Context: an optimization exercise on an open-source flow, tuned for small area and a short achievable clock period. The choices shown serve that exercise and are no tape-out recipe.
Function was checked by simulation only, so behaviour that the tests miss may differ from the original.
Power and IR drop assume default switching activity.

==> module gshare_ras_ongorucu, before the edit <==
module gshare_ras_ongorucu #(
  parameter int ADR_BIT      = 32,
  parameter int BTB_DERINLIK = 32,
  parameter int GHR_BIT      = 8,
  parameter int RAS_DERINLIK = 4,
  localparam int IDX = $clog2(BTB_DERINLIK),
  localparam int RP  = $clog2(RAS_DERINLIK)
) (
  input  logic               clk_g,
  input  logic               rst_g,
  input  logic               i_gecerli,
  input  logic [ADR_BIT-1:0] i_buyruk_adresi,
  input  logic               i_is_branch,
  input  logic               i_is_jal,
  input  logic               i_is_jalr,
  input  logic               i_is_call,
  input  logic               i_is_ret,
  input  logic               i_is_comp,
  input  logic [ADR_BIT-1:0] i_jal_hedef,
  output logic               o_gecerli,
  output logic               o_buyruk_ongoru,
  output logic [ADR_BIT-1:0] o_atlanan_adres,
  output logic [GHR_BIT-1:0] o_ghr_ckpt,
  output logic [RP:0]        o_ras_ckpt,
  input  logic               i_guncelle_gecerli,
  input  logic [ADR_BIT-1:0] i_g_adres,
  input  logic               i_g_branch,
  input  logic               i_g_jalr,
  input  logic               i_g_atladi,
  input  logic [ADR_BIT-1:0] i_g_hedef,
  input  logic               i_g_yanlis,
  input  logic [GHR_BIT-1:0] i_g_ghr_ckpt,
  input  logic [RP:0]        i_g_ras_ckpt
);
  localparam logic [RP:0]   RAS_FULL = RAS_DERINLIK[RP:0];
  localparam logic [RP-1:0] PTR_ONE  = RP'(1);
  localparam logic [RP:0]   CNT_ONE  = (RP+1)'(1);
  logic [BTB_DERINLIK-1:0] ctr_hi, ctr_lo_n, btb_valid;
  logic [ADR_BIT-1:0] btb_target [BTB_DERINLIK];
  logic [GHR_BIT-1:0] ghr;
  logic [ADR_BIT-1:0] ras        [RAS_DERINLIK];
  logic [RAS_DERINLIK-1:0] ras_wr;
  logic [RP-1:0]      ras_ptr;
  logic [RP:0]        ras_cnt;
  logic [IDX-1:0]     p_idx, u_idx;
  logic [ADR_BIT-1:0] fall_thru, p_target, ras_top, other_tgt, btb_tgt;
  logic               p_taken, fire, repair, pop_ok, ras_hit, jalr_btb, btb_hit;
  logic [RP-1:0]      ptr_pop, ptr_nxt;
  logic [RP:0]        cnt_pop, cnt_nxt;
  logic [BTB_DERINLIK-1:0] p_dec, u_dec, p_sel;
  logic               unused_ok;
  assign repair    = i_guncelle_gecerli & i_g_yanlis;
  assign fire      = i_gecerli & ~repair;
  assign p_idx     = i_buyruk_adresi[IDX+1:2] ^ ghr[IDX-1:0];
  assign u_idx     = i_g_adres[IDX+1:2] ^ i_g_ghr_ckpt[IDX-1:0];
  assign fall_thru = i_buyruk_adresi + {{(ADR_BIT-3){1'b0}}, ~i_is_comp, i_is_comp, 1'b0};
  assign unused_ok = ^{i_g_adres[ADR_BIT-1:IDX+2], i_g_adres[1:0]};
  assign ras_top   = ras_wr[ras_ptr] ? ras[ras_ptr] : '0;
  assign ras_hit  = i_is_ret && ras_cnt != '0;
  assign jalr_btb = ~i_is_jal & i_is_jalr & ~ras_hit;
  always_comb begin
    for (int i = 0; i < BTB_DERINLIK; i++) begin
      p_dec[i] = (p_idx == IDX'(i));
      u_dec[i] = (u_idx == IDX'(i));
      p_sel[i] = p_dec[i] & btb_valid[i] & (i_is_branch ? ctr_hi[i] : jalr_btb);
    end
    btb_tgt = '0;
    for (int i = 0; i < BTB_DERINLIK; i++) btb_tgt = btb_tgt | ({ADR_BIT{p_sel[i]}} & btb_target[i]);
  end
  assign btb_hit = |p_sel;
  always_comb begin
    other_tgt = fall_thru;
    if (!i_is_branch) begin
      if (i_is_jal)                  other_tgt = i_jal_hedef;
      else if (i_is_jalr && ras_hit) other_tgt = ras_top;
    end
  end
  assign p_taken  = btb_hit | (~i_is_branch & (i_is_jal | (i_is_jalr & ras_hit)));
  assign p_target = btb_tgt | ({ADR_BIT{~btb_hit}} & other_tgt);
  always_comb begin
    pop_ok  = ras_hit;
    ptr_pop = pop_ok ? ras_ptr - PTR_ONE : ras_ptr;
    cnt_pop = pop_ok ? ras_cnt - CNT_ONE : ras_cnt;
    ptr_nxt = ptr_pop;
    cnt_nxt = cnt_pop;
    if (i_is_call) begin
      ptr_nxt = ptr_pop + PTR_ONE;
      if (cnt_pop != RAS_FULL) cnt_nxt = cnt_pop + CNT_ONE;
    end
  end
  always_ff @(posedge clk_g or negedge rst_g) begin
    if (!rst_g) begin
      ctr_hi    <= '0;
      ctr_lo_n  <= '0;
      btb_valid <= '0;
      ras_wr    <= '0;
      ghr       <= '0;
      ras_ptr   <= '0;
      ras_cnt   <= '0;
      o_gecerli <= 1'b0;
    end else begin
      for (int i = 0; i < BTB_DERINLIK; i++) begin
        if (i_guncelle_gecerli && i_g_branch && u_dec[i]) begin
          if (i_g_atladi) begin
            ctr_hi[i]   <= ctr_hi[i] | ~ctr_lo_n[i];
            ctr_lo_n[i] <= ~ctr_hi[i] & ~ctr_lo_n[i];
          end else begin
            ctr_hi[i]   <= ctr_hi[i] & ~ctr_lo_n[i];
            ctr_lo_n[i] <= ~ctr_hi[i] | ~ctr_lo_n[i];
          end
        end
        if (i_guncelle_gecerli && (i_g_atladi || i_g_jalr) && u_dec[i]) btb_valid[i] <= 1'b1;
      end
      if (repair) begin
        ghr     <= i_g_branch ? {i_g_ghr_ckpt[GHR_BIT-2:0], i_g_atladi} : i_g_ghr_ckpt;
        ras_ptr <= i_g_ras_ckpt[RP:1];
        ras_cnt <= i_g_ras_ckpt[0] ? RAS_FULL : '0;
      end else if (fire) begin
        if (i_is_branch) ghr <= {ghr[GHR_BIT-2:0], p_taken};
        if (i_is_call) ras_wr[ptr_nxt] <= 1'b1;
        ras_ptr <= ptr_nxt;
        ras_cnt <= cnt_nxt;
      end
      o_gecerli <= fire;
    end
  end
  always_ff @(posedge clk_g) begin
    for (int i = 0; i < BTB_DERINLIK; i++)
      if (i_guncelle_gecerli && (i_g_atladi || i_g_jalr) && u_dec[i]) btb_target[i] <= i_g_hedef;
    if (fire && i_is_call) ras[ptr_nxt] <= fall_thru;
  end
  always_ff @(posedge clk_g) begin
    o_buyruk_ongoru <= p_taken;
    o_atlanan_adres <= p_target;
    o_ghr_ckpt      <= ghr;
    o_ras_ckpt      <= {ras_ptr, ras_cnt != '0};
  end
endmodule
clock: 5.5 ns
lec_check: 0
cap_margin: 20
core_margin: 2
core_utilization: 40
setup_slack_margin: 3.2
slew_margin: 20
run.sh (not shown) runs the stock make flow with config.mk's settings and CLKGATE_MAP_FILE= SYNTH_SCRIPT=/design/flow/synth_recipe.tcl, a recipe that flattens the netlist after the stock synthesis.
Rerun with:
--- a/flow/design.v
+++ b/flow/design.v
@@ -41,45 +41,57 @@
   logic [ADR_BIT-1:0] ras        [RAS_DERINLIK];
   logic [RAS_DERINLIK-1:0] ras_wr;
   logic [RP-1:0]      ras_ptr;
   logic [RP:0]        ras_cnt;
   logic [IDX-1:0]     p_idx, u_idx;
   logic [ADR_BIT-1:0] fall_thru, p_target, ras_top, other_tgt, btb_tgt;
-  logic               p_taken, fire, repair, pop_ok, ras_hit, jalr_btb, btb_hit;
+  logic               p_taken, fire, repair, pop_ok, ras_hit, jalr_btb, btb_hit, hit_br, hit_any;
   logic [RP-1:0]      ptr_pop, ptr_nxt;
   logic [RP:0]        cnt_pop, cnt_nxt;
-  logic [BTB_DERINLIK-1:0] p_dec, u_dec, p_sel;
+  logic [BTB_DERINLIK-1:0] p_dec, u_dec;
   logic               unused_ok;
   assign repair    = i_guncelle_gecerli & i_g_yanlis;
   assign fire      = i_gecerli & ~repair;
   assign p_idx     = i_buyruk_adresi[IDX+1:2] ^ ghr[IDX-1:0];
   assign u_idx     = i_g_adres[IDX+1:2] ^ i_g_ghr_ckpt[IDX-1:0];
-  assign fall_thru = i_buyruk_adresi + {{(ADR_BIT-3){1'b0}}, ~i_is_comp, i_is_comp, 1'b0};
+  always_comb begin
+    logic c2;
+    c2 = ~i_is_comp | i_buyruk_adresi[1];
+    fall_thru[0] = i_buyruk_adresi[0];
+    fall_thru[1] = i_buyruk_adresi[1] ^ i_is_comp;
+    for (int b = 2; b < ADR_BIT; b++) begin
+      logic ones;
+      ones = 1'b1;
+      for (int k = 2; k < b; k++) ones = ones & i_buyruk_adresi[k];
+      fall_thru[b] = i_buyruk_adresi[b] ^ (c2 & ones);
+    end
+  end
   assign unused_ok = ^{i_g_adres[ADR_BIT-1:IDX+2], i_g_adres[1:0]};
   assign ras_top   = ras_wr[ras_ptr] ? ras[ras_ptr] : '0;
   assign ras_hit  = i_is_ret && ras_cnt != '0;
   assign jalr_btb = ~i_is_jal & i_is_jalr & ~ras_hit;
   always_comb begin
     for (int i = 0; i < BTB_DERINLIK; i++) begin
       p_dec[i] = (p_idx == IDX'(i));
       u_dec[i] = (u_idx == IDX'(i));
-      p_sel[i] = p_dec[i] & btb_valid[i] & (i_is_branch ? ctr_hi[i] : jalr_btb);
     end
     btb_tgt = '0;
-    for (int i = 0; i < BTB_DERINLIK; i++) btb_tgt = btb_tgt | ({ADR_BIT{p_sel[i]}} & btb_target[i]);
+    for (int i = 0; i < BTB_DERINLIK; i++) btb_tgt = btb_tgt | ({ADR_BIT{p_dec[i]}} & btb_target[i]);
   end
-  assign btb_hit = |p_sel;
+  assign hit_br  = |(p_dec & btb_valid & ctr_hi);
+  assign hit_any = |(p_dec & btb_valid);
+  assign btb_hit = i_is_branch ? hit_br : (jalr_btb & hit_any);
   always_comb begin
     other_tgt = fall_thru;
     if (!i_is_branch) begin
       if (i_is_jal)                  other_tgt = i_jal_hedef;
       else if (i_is_jalr && ras_hit) other_tgt = ras_top;
     end
   end
   assign p_taken  = btb_hit | (~i_is_branch & (i_is_jal | (i_is_jalr & ras_hit)));
-  assign p_target = btb_tgt | ({ADR_BIT{~btb_hit}} & other_tgt);
+  assign p_target = btb_hit ? btb_tgt : other_tgt;
   always_comb begin
     pop_ok  = ras_hit;
     ptr_pop = pop_ok ? ras_ptr - PTR_ONE : ras_ptr;
     cnt_pop = pop_ok ? ras_cnt - CNT_ONE : ras_cnt;
     ptr_nxt = ptr_pop;
     cnt_nxt = cnt_pop;
Outcome: The changed run completed without violations. Synthesized cell count increases by a few percent. Non-clock buffer count went up by 117. Total power goes up by a few percent. Wire length goes up slightly. Critical path depth climbs by 4. Core utilization is higher by 0.28 points. Maximum frequency decreases by roughly a tenth. Worst hold slack improved by 0.15 ns. Synthesized area went up slightly. Combinational power goes up by well over a third. Cell area rose slightly. Die area grows slightly. Worst setup slack is worse by 0.41 ns. Via count increases by a few percent.

[what the ideal ports hide]
The flow's constraints put no driver on any port. The routed layouts listed below were extracted and timed again, unchanged, in two steps. Step 1 (the two cells are an assumption about what drives the block):
set clk [get_ports {clk_g}]
set_driving_cell -lib_cell sky130_fd_sc_hd__clkbuf_16 $clk
set_driving_cell -lib_cell sky130_fd_sc_hd__buf_2 [delete_from_list [all_inputs] $clk]
Step 2 times the ports against the registers' clock, not the clock port: input delays grow and output delays shrink by t, the midpoint of the rising clock arrivals with the driver on. Slacks: no drivers / after step 1 / after step 2; pairs: no drivers / after step 1.
| run | t, ns | slack for setup (ns) | pins driven straight from the clock port |
|---|---|---|---|
| the first run | 0.801 | 2.611 / 2.619 / 1.817 | 1 |
| the second run | 0.829 | 2.205 / 2.215 / 1.420 | 1 |
After both steps every run listed still meets setup and hold. For the first run, which loses most, drivers alone change the setup slack by +0.008 ns; drivers and shift together by -0.794 ns.
